This is an optimization exercise on Yosys and OpenROAD, whose aim is a short achievable clock period and few clock cycles per item, not a production implementation.
The RTL was checked by simulation tests, not by an equivalence proof against the original design.
Power and IR drop assume default switching activity.

File: flow/run.sh
#!/bin/bash
# synth_recipe.tcl (not shown) runs the flow's synth.tcl, then flattens the netlist and writes it again
# the make line also repeats each setting of config.mk as NAME=value (left out here)
make -C /OpenROAD-flow-scripts/flow DESIGN_CONFIG=/design/flow/config.mk WORK_HOME=/design/flow/orfs CLKGATE_MAP_FILE= SYNTH_SCRIPT=/design/flow/synth_recipe.tcl finish
File: flow/config.mk
export PLATFORM = sky130hd
export DESIGN_NAME = legv8Core
export DESIGN_NICKNAME = legv8Core
export VERILOG_FILES = /design/flow/design.v
export SDC_FILE = /design/flow/constraint.sdc
export NUM_CORES = 4
export LEC_CHECK = 0
export CAP_MARGIN = 20
export CORE_MARGIN = 2
export CORE_UTILIZATION = 35
export SLEW_MARGIN = 20
File: flow/constraint.sdc
create_clock -name core_clock -period 13.0 [get_ports {clock}]
set_input_delay 2.6000 -clock core_clock [delete_from_list [all_inputs] [get_ports {clock}]]
set_output_delay 2.6000 -clock core_clock [all_outputs]
set_load 0.01 [all_outputs]
File: flow/design.v
`timescale 1ns/1ps
`default_nettype none
package legv8Pkg;
	localparam int XLEN = 32;  
	localparam int REG_ADDR_W = 5;
	localparam int REG_COUNT = 32;
	localparam logic [REG_ADDR_W-1:0] ZERO_REG = 5'd31;  
	localparam int DMEM_WORDS = 16;
	localparam int DMEM_INDEX_W = 4;  
	localparam logic [XLEN-1:0] PC_STEP = 32'd4;  
	localparam logic [10:0] OP_ADD = 11'b100_0101_1000;
	localparam logic [10:0] OP_SUB = 11'b110_0101_1000;
	localparam logic [10:0] OP_AND = 11'b100_0101_0000;
	localparam logic [10:0] OP_ORR = 11'b101_0101_0000;
	localparam logic [10:0] OP_EOR = 11'b110_0101_0000;
	localparam logic [10:0] OP_LDUR = 11'b111_1100_0010;
	localparam logic [10:0] OP_STUR = 11'b111_1100_0000;
	localparam logic [9:0] OP_ADDI = 10'b10_0100_0100;
	localparam logic [9:0] OP_SUBI = 10'b11_0100_0100;
	localparam logic [9:0] OP_ANDI = 10'b10_0100_1000;
	localparam logic [9:0] OP_ORRI = 10'b10_1100_1000;
	localparam logic [9:0] OP_EORI = 10'b11_0100_1000;
	localparam logic [7:0] OP_CBZ = 8'b1011_0100;
	localparam logic [7:0] OP_CBNZ = 8'b1011_0101;
	localparam logic [5:0] OP_B = 6'b00_0101;  
	typedef enum logic [2:0] {
		ALU_ADD,  
		ALU_SUB,
		ALU_AND,
		ALU_ORR,
		ALU_EOR,
		ALU_PASSB  
	} aluOpT;
	typedef struct packed {
		logic regWrite;
		logic memRead;
		logic memWrite;
		logic memToReg;  
		logic aluSrc;  
		logic condZero;  
		logic condNonZero;  
		logic uncond;  
		aluOpT aluOp;
	} ctrlT;
	typedef struct packed {
		ctrlT ctrl;
		logic [XLEN-1:0] pc;
		logic [REG_ADDR_W-1:0] rd;
		logic [XLEN-1:0] immediate;  
		logic valid;  
	} decodedT;
	typedef struct packed {
		decodedT dec;
		logic [XLEN-1:0] aluResult;
		logic [XLEN-1:0] storeData;
	} execT;
	typedef struct packed {
		logic valid;
		logic [XLEN-1:0] pc;
		logic regWrite;
		logic [REG_ADDR_W-1:0] rd;
		logic [XLEN-1:0] regData;
		logic memWrite;
		logic [DMEM_INDEX_W-1:0] memIndex;
		logic [XLEN-1:0] storeData;
	} commitT;
endpackage
`default_nettype wire
`timescale 1ns/1ps
`default_nettype none
import legv8Pkg::*;
module instructionDecoder (
	input logic [XLEN-1:0] instr,
	input logic [XLEN-1:0] pc,
	output legv8Pkg::decodedT dec,
	output logic [REG_ADDR_W-1:0] readAddr1,  
	output logic [REG_ADDR_W-1:0] readAddr2  
);
	logic [10:0] op11;
	logic [9:0] op10;
	logic [7:0] op8;
	logic [5:0] op6;
	logic [REG_ADDR_W-1:0] rd;
	logic reg2Loc;  
	logic matched;
	legv8Pkg::ctrlT ctrl;
	logic [XLEN-1:0] immediate;
	assign op11 = instr[31:21];
	assign op10 = instr[31:22];
	assign op8 = instr[31:24];
	assign op6 = instr[31:26];
	assign rd = instr[4:0];  
	always_comb begin
		ctrl = '0;
		immediate = '0;
		reg2Loc = 1'b0;
		matched = 1'b1;
		if (op11 == OP_ADD || op11 == OP_SUB || op11 == OP_AND || op11 == OP_ORR
				|| op11 == OP_EOR) begin  
			ctrl.regWrite = 1'b1;
			case (op11)
				OP_SUB: ctrl.aluOp = ALU_SUB;
				OP_AND: ctrl.aluOp = ALU_AND;
				OP_ORR: ctrl.aluOp = ALU_ORR;
				OP_EOR: ctrl.aluOp = ALU_EOR;
				default: ctrl.aluOp = ALU_ADD;
			endcase
		end else if (op11 == OP_LDUR) begin
			ctrl.regWrite = 1'b1;
			ctrl.memRead = 1'b1;
			ctrl.memToReg = 1'b1;
			ctrl.aluSrc = 1'b1;
			ctrl.aluOp = ALU_ADD;  
			immediate = {{(XLEN-9){instr[20]}}, instr[20:12]};
		end else if (op11 == OP_STUR) begin
			ctrl.memWrite = 1'b1;
			ctrl.aluSrc = 1'b1;
			ctrl.aluOp = ALU_ADD;
			reg2Loc = 1'b1;  
			immediate = {{(XLEN-9){instr[20]}}, instr[20:12]};
		end else if (op10 == OP_ADDI || op10 == OP_SUBI || op10 == OP_ANDI || op10 == OP_ORRI
				|| op10 == OP_EORI) begin
			ctrl.regWrite = 1'b1;
			ctrl.aluSrc = 1'b1;
			case (op10)
				OP_SUBI: ctrl.aluOp = ALU_SUB;
				OP_ANDI: ctrl.aluOp = ALU_AND;
				OP_ORRI: ctrl.aluOp = ALU_ORR;
				OP_EORI: ctrl.aluOp = ALU_EOR;
				default: ctrl.aluOp = ALU_ADD;
			endcase
			immediate = {{(XLEN-12){instr[21]}}, instr[21:10]};  
		end else if (op8 == OP_CBZ || op8 == OP_CBNZ) begin
			ctrl.condZero = (op8 == OP_CBZ);
			ctrl.condNonZero = (op8 == OP_CBNZ);
			ctrl.aluOp = ALU_PASSB;
			reg2Loc = 1'b1;
			immediate = {{(XLEN-19){instr[23]}}, instr[23:5]};  
		end else if (op6 == OP_B) begin
			ctrl.uncond = 1'b1;
			immediate = {{(XLEN-26){instr[25]}}, instr[25:0]};
		end else begin
			matched = 1'b0;  
		end
	end
	always_comb begin
		dec.ctrl = ctrl;
		dec.ctrl.regWrite = ctrl.regWrite && (rd != ZERO_REG);  
		dec.pc = pc;
		dec.rd = rd;
		dec.immediate = immediate;
		dec.valid = matched;
	end
	assign readAddr1 = instr[9:5];
	assign readAddr2 = reg2Loc ? instr[4:0] : instr[20:16];
endmodule
`default_nettype wire
`timescale 1ns/1ps
`default_nettype none
import legv8Pkg::*;
module registerFile (
	input logic clock,
	input logic rst,
	input logic [REG_ADDR_W-1:0] readAddr1,
	input logic [REG_ADDR_W-1:0] readAddr2,
	output logic [XLEN-1:0] readData1,
	output logic [XLEN-1:0] readData2,
	input legv8Pkg::commitT commit  
);
	logic [XLEN-1:0] regs [REG_COUNT];
	always_ff @(posedge clock) begin
		if (rst) begin
			for (int i = 0; i < REG_COUNT; i++) begin
				regs[i] <= '0;
			end
		end else if (commit.regWrite) begin
			regs[commit.rd] <= commit.regData;
		end
	end
	always_comb begin
		readData1 = regs[readAddr1];
		readData2 = regs[readAddr2];
		if (readAddr1 == ZERO_REG) begin
			readData1 = '0;  
		end
		if (readAddr2 == ZERO_REG) begin
			readData2 = '0;
		end
	end
endmodule
`default_nettype wire
`timescale 1ns/1ps
`default_nettype none
import legv8Pkg::*;
module executeUnit (
	input legv8Pkg::decodedT dec,
	input logic [XLEN-1:0] readData1,
	input logic [XLEN-1:0] readData2,
	output legv8Pkg::execT exec,
	output logic branchTaken,
	output logic [XLEN-1:0] branchOffset  
);
	logic [XLEN-1:0] operandB;
	logic [XLEN-1:0] aluResult;
	logic regIsZero;  
	assign operandB = dec.ctrl.aluSrc ? dec.immediate : readData2;
	always_comb begin
		case (dec.ctrl.aluOp)
			ALU_SUB: aluResult = readData1 - operandB;
			ALU_AND: aluResult = readData1 & operandB;
			ALU_ORR: aluResult = readData1 | operandB;
			ALU_EOR: aluResult = readData1 ^ operandB;
			ALU_PASSB: aluResult = operandB;
			default: aluResult = readData1 + operandB;  
		endcase
	end
	assign regIsZero = (readData2 == '0);
	always_comb begin
		branchTaken = dec.ctrl.uncond
			|| (dec.ctrl.condZero && regIsZero)
			|| (dec.ctrl.condNonZero && !regIsZero);
		branchTaken = branchTaken && dec.valid;
	end
	assign branchOffset = {dec.immediate[XLEN-3:0], 2'b00};  
	always_comb begin
		exec.dec = dec;
		exec.aluResult = aluResult;
		exec.storeData = readData2;  
	end
endmodule
`default_nettype wire
`timescale 1ns/1ps
`default_nettype none
import legv8Pkg::*;
module memoryWriteback (
	input logic clock,
	input logic rst,
	input legv8Pkg::execT exec,
	output legv8Pkg::commitT commit
);
	logic [XLEN-1:0] dmem [DMEM_WORDS];
	logic [DMEM_INDEX_W-1:0] memIndex;
	logic [XLEN-1:0] loadWord;
	assign memIndex = exec.aluResult[DMEM_INDEX_W+1:2];  
	assign loadWord = exec.dec.ctrl.memRead ? dmem[memIndex] : '0;
	always_ff @(posedge clock) begin
		if (rst) begin
			for (int i = 0; i < DMEM_WORDS; i++) begin
				dmem[i] <= '0;
			end
		end else if (commit.memWrite) begin
			dmem[memIndex] <= exec.storeData;
		end
	end
	always_comb begin
		commit.valid = !rst;
		commit.pc = exec.dec.pc;
		commit.regWrite = exec.dec.ctrl.regWrite && !rst;
		commit.rd = exec.dec.rd;
		commit.regData = exec.dec.ctrl.memToReg ? loadWord : exec.aluResult;
		commit.memWrite = exec.dec.ctrl.memWrite && !rst;
		commit.memIndex = memIndex;
		commit.storeData = exec.storeData;
	end
endmodule
`default_nettype wire
`timescale 1ns/1ps
`default_nettype none
import legv8Pkg::*;
module pcUnit (
	input logic clock,
	input logic rst,
	input logic branchTaken,
	input logic [XLEN-1:0] branchOffset,
	output logic [XLEN-1:0] pc
);
	logic [XLEN-1:0] seqPc;  
	logic [XLEN-1:0] targetPc;
	logic [XLEN-1:0] nextPc;
	assign seqPc = pc + PC_STEP;
	assign targetPc = pc + branchOffset;  
	assign nextPc = branchTaken ? targetPc : seqPc;
	always_ff @(posedge clock) begin
		if (rst) begin
			pc <= '0;
		end else begin
			pc <= nextPc;
		end
	end
endmodule
`default_nettype wire
`timescale 1ns/1ps
`default_nettype none
import legv8Pkg::*;
module legv8Core (
	input logic clock,
	input logic rst,
	input logic [XLEN-1:0] imemData,  
	output logic [XLEN-1:0] imemAddr,
	output logic commitValid,
	output logic [XLEN-1:0] commitPc,
	output logic commitRegWrite,
	output logic [REG_ADDR_W-1:0] commitRd,
	output logic [XLEN-1:0] commitRegData,
	output logic commitMemWrite,
	output logic [DMEM_INDEX_W-1:0] commitMemIndex,
	output logic [XLEN-1:0] commitStoreData
);
	legv8Pkg::commitT commit;
	logic [XLEN-1:0] pc;
	legv8Pkg::decodedT dec;
	logic [REG_ADDR_W-1:0] readAddr1;
	logic [REG_ADDR_W-1:0] readAddr2;
	logic [XLEN-1:0] readData1;
	logic [XLEN-1:0] readData2;
	legv8Pkg::execT exec;
	logic branchTaken;
	logic [XLEN-1:0] branchOffset;
	assign imemAddr = pc;  
	pcUnit u_pcUnit (
		.clock(clock),
		.rst(rst),
		.branchTaken(branchTaken),
		.branchOffset(branchOffset),
		.pc(pc)
	);
	instructionDecoder u_instructionDecoder (
		.instr(imemData),
		.pc(pc),
		.dec(dec),
		.readAddr1(readAddr1),
		.readAddr2(readAddr2)
	);
	registerFile u_registerFile (
		.clock(clock),
		.rst(rst),
		.readAddr1(readAddr1),
		.readAddr2(readAddr2),
		.readData1(readData1),
		.readData2(readData2),
		.commit(commit)
	);
	executeUnit u_executeUnit (
		.dec(dec),
		.readData1(readData1),
		.readData2(readData2),
		.exec(exec),
		.branchTaken(branchTaken),
		.branchOffset(branchOffset)
	);
	memoryWriteback u_memoryWriteback (
		.clock(clock),
		.rst(rst),
		.exec(exec),
		.commit(commit)
	);
	assign commitValid = commit.valid;
	assign commitPc = commit.pc;
	assign commitRegWrite = commit.regWrite;
	assign commitRd = commit.rd;
	assign commitRegData = commit.regData;
	assign commitMemWrite = commit.memWrite;
	assign commitMemIndex = commit.memIndex;
	assign commitStoreData = commit.storeData;
endmodule
`default_nettype wire
==> results.py <==
metrics = {
    "setup_path": {
        "arrival_ns": 10.25,
        "slowest_stage": "a221oi_1",
        "cp_data_required_time_ns": 10.40,
        "crit_path_max_incr_delay_ns": 0.76,
        "cp_common_cell": "buf_4",
        "worstSetupPathType": "input port to primary output",
        "reg2regPathDepth": 31,
        "worstPathMaxFanout": 14,
        "startpoint_type": "input port",
        "crit_path_end_kind": "primary output",
    },
    "synth": {
        "synth_top_area_share_pct": 53.8,
        "synthCells": 7449,
        "yosysSeqAreaShare_pct": 54.5,
        "synth_cell_types": 109,
        "ys_seq_elements": 1566,
        "synth_area_leaders": "edfxtp_1, mux4_2, nor2_1",
        "postSynthAreaPerCell_um2": 11.5,
        "async_flop_share_pct": 0,
        "synth-main-ff-cell": "edfxtp_1",
        "ys_warn_count": 5,
        "synth_edf_count": 1536,
        "synth_area_um2": 85700,
        "yosysTopAreaCell": "edfxtp_1",
    },
    "grt": {
        "grt_antenna_before_repair": 21,
        "gr-total-overflow": 0,
        "grt_pass1_wl_mm": 517,
        "grt_usage_pct": 29.1,
        "grt_max_degree": 68,
        "grt_pass1_vias": 67833,
    },
    "floorplan": {
        "ios": 174,
        "initial_utilization_pct": 35.2,
        "die_width_um": 499,
        "coreArea_um2": 243000,
        "die_h_um": 499,
        "die_area_um2": 249000,
        "rows": 181,
    },
    "clock_network": {
        "clk_latency_ns": 0.87,
        "numClockSinks": 1566,
        "root_buffer": "clkbuf_16",
        "clock_path_buffers": 3,
        "htreeDepth": 4,
        "clk_pin_slew_ns": 0.07,
        "numCtsBuffers": 175,
        "cts_tree": "done",
        "hold_buffers": 0,
    },
    "drt": {
        "avgRoutedWirePerCell_um": 32.8,
        "via_per_inst": 6.25,
        "route.vias.total": 70858,
        "drcViolationCount": 0,
        "drt-initial-drc-count": 12666,
        "postRouteAntennaNets": 0,
        "first_pass_iters": 8,
        "wl_mm": 373,
    },
    "final_layout": {
        "nets": 8155,
        "drive_gt1_share_pct": 22.3,
        "final_core_util_pct": 42.2,
        "syn2layout_area_growth_pct": 19.9,
        "final_common_cell": "nor2_1",
        "final_cell_mix": "nor2_1, edfxtp_1, buf_4, nand2_1, mux2i_1",
    },
    "pwr": {
        "internal_power_mw": 10.5,
        "vdd_drop_max_uv": 131,
        "power_frac_comb_pct": 35.2,
        "switchingPower_mw": 5.89,
        "switching_share_pct": 35.9,
        "leakage_nw": 39.9,
        "clkPwrFrac_pct": 29.5,
        "power.density_nw_per_um2": 160,
        "seqPwrFrac_pct": 35.3,
    },
    "hold_path": {
        "hold_depth": 2,
        "hp-class": "register to register",
    },
    "timing": {
        "finalSetupViolations": 0,
        "min_period_over_period_pct": 98.9,
        "tightest_slew_ns": 1.25,
        "fmax_mhz": 77.8,
        "tns_ns": 0,
        "clock_skew_ns": 0.0686,
        "finalCriticalPeriod_ns": 12.85,
        "hold_violations": 0,
        "slew_headroom_pct": 16.8,
        "slew_viol_final": 0,
    },
    "placement": {
        "port_buffers": 169,
        "gp_congestion": 1.01,
        "dp_hpwl_mm": 242,
    },
    "flow_run": {
        "maxCapViolCount": 0,
    },
    "run_status": {
        "status": "timing/DRC/antenna clean",
    },
}
==> state kept, by name (all words and copies together), names as in the netlist <==
signal                  flops
u_pcUnit.pc                30
u_registerFile.regs      1024
u_memoryWriteback.dmem    512
==> per-layer routing <==
metal  GRT usage [%]  up-vias  wire, um
met1            38.4    35243    137000
li1                -    28408         -
met3            8.76     1239     52600
met2            41.1     5946    154000
met5          0.0772        -       325
met4            19.4       22     29400
==> area by class of cell <==
cell class                 instances  area, um^2
tap                             3202        4010
timing repair buffer            1075        9960
inverter                         168         631
fill                           22631      141000
multi-input combinational       5008       35900
antenna                           13        32.5
clock inverter                    94         870
sequential                      1566       46700
clock buffer                     218        4590
==> timing repair <==
item | 4_1_cts | 5_1_grt
setup endpoints to repair | 31 | 31
setup buffers | 8 | 9
pin swaps | 14 | 23
gates cloned | 2 | 1
resized for setup | 45 | 63
endpoints found under the hold margin | 0 | 0
==> metrics by stage <==
step / worst slack, ns / std cells / hold slack [ns] / total power [mW] / area (um^2)
2_1_floorplan: 1.42 / 7484 / 0.636 / 8.61 / 85800
3_3_place_gp: -1.02 / 10996 / 0.627 / 11.4 / 96400
3_5_place_dp: -0.823 / 10999 / 0.651 / 11.4 / 96500
4_1_cts: 0.0174 / 11321 / 0.666 / 16.2 / 102000
5_1_grt: -0.00631 / 11331 / 0.691 / 16.8 / 103000
6_report: 0.148 / 11344 / 0.661 / 16.4 / 103000
==> Yosys cell counts (21+ instances only) <==
master / n
a2111oi_0: 22
a211oi_1: 65
a21o_1: 24
a21oi_1: 203
a221o_1: 28
a221oi_1: 40
a22oi_1: 28
a31oi_1: 50
a32oi_1: 27
and3_1: 138
buf_1: 54
buf_2: 199
buf_4: 86
buf_6: 21
clkbuf_1: 381
dfxtp_1: 30
edfxtp_1: 1536
ha_1: 125
inv_1: 153
mux2_2: 62
mux2i_1: 465
mux4_2: 367
nand2_1: 670
nand3_1: 274
nand4_1: 33
nor2_1: 1592
nor3_1: 78
o21ai_0: 194
o22ai_1: 34
o32ai_1: 24
xnor2_1: 52
==> cells by family after synthesis <==
kind of cell	Yosys count	synth area share (%)
simple gates	2938	14.5
buf+inv	910	4.84
compound gates	946	7.62
other cells	1	0.00438
xor+xnor	67	0.685
flops	1566	54.5
mux	894	15.9
fa+ha+maj	127	1.87
==> worst paths after layout <==
kind	startpoint	end	slack [ns]
max	imemData[25]	commitRegData[17]	0.15
min reg2reg	u_pcUnit.pc[2]$_SDFF_PP0_	u_pcUnit.pc[2]$_SDFF_PP0_	0.66
min	u_pcUnit.pc[2]$_SDFF_PP0_	u_pcUnit.pc[2]$_SDFF_PP0_	0.66
max reg2reg	u_registerFile.regs[26][27]$_SDFFCE_PN0P_	u_pcUnit.pc[31]$_SDFF_PP0_	5.61
==> power groups by stage <==
stage               Combinational [mW]  Sequential (mW)  Clock, mW
CTS                               5.57             5.78       4.84
global route                      5.95             5.80       5.03
global placement                  5.51             5.87          0
floorplan                         2.75             5.86          0
finish                            5.78             5.79       4.84
detailed placement                5.52             5.89          0
==> critical path: cells and delay by family <==
kind / cells / cell delay, ns
xor gates and xnor gates: 2 / 0.30
adders and majority gates: 1 / 0.32
buffers and inverters: 10 / 2.27
and+or+nand+nor: 9 / 1.67
AOI/OAI and AO/OA: 11 / 3.07
Testbench counts, summed over its fixed seeds: cycles 24,000, commits 24,000.

## separate check: timing with driven ports
The flow's constraints put no driver on any port. The routed layout listed below was extracted and timed again, unchanged, in two steps. Step 1 assumes that a clkbuf_16 drives the clock port and a buf_2 every other input. Step 2 adds t to the input delays and takes it off the output delays; t is the mean of the earliest and latest rising clock arrival at the registers after step 1. Input paths then give back, and output paths get back, about the clock's delay inside the block. Slacks: no drivers / after step 1 / after step 2; pairs: no drivers / after step 1.
shift t [ns]: 0.940
setup WS [ns]: 0.148 / 0.101 / 0.101
worst hold slack (ns): 0.661 / 0.661 / 0.661
worst setup path after step 2: input to output
After both steps setup and hold are still met in this run. For this run, drivers alone change the setup slack by -0.047 ns; drivers and shift together by -0.047 ns.
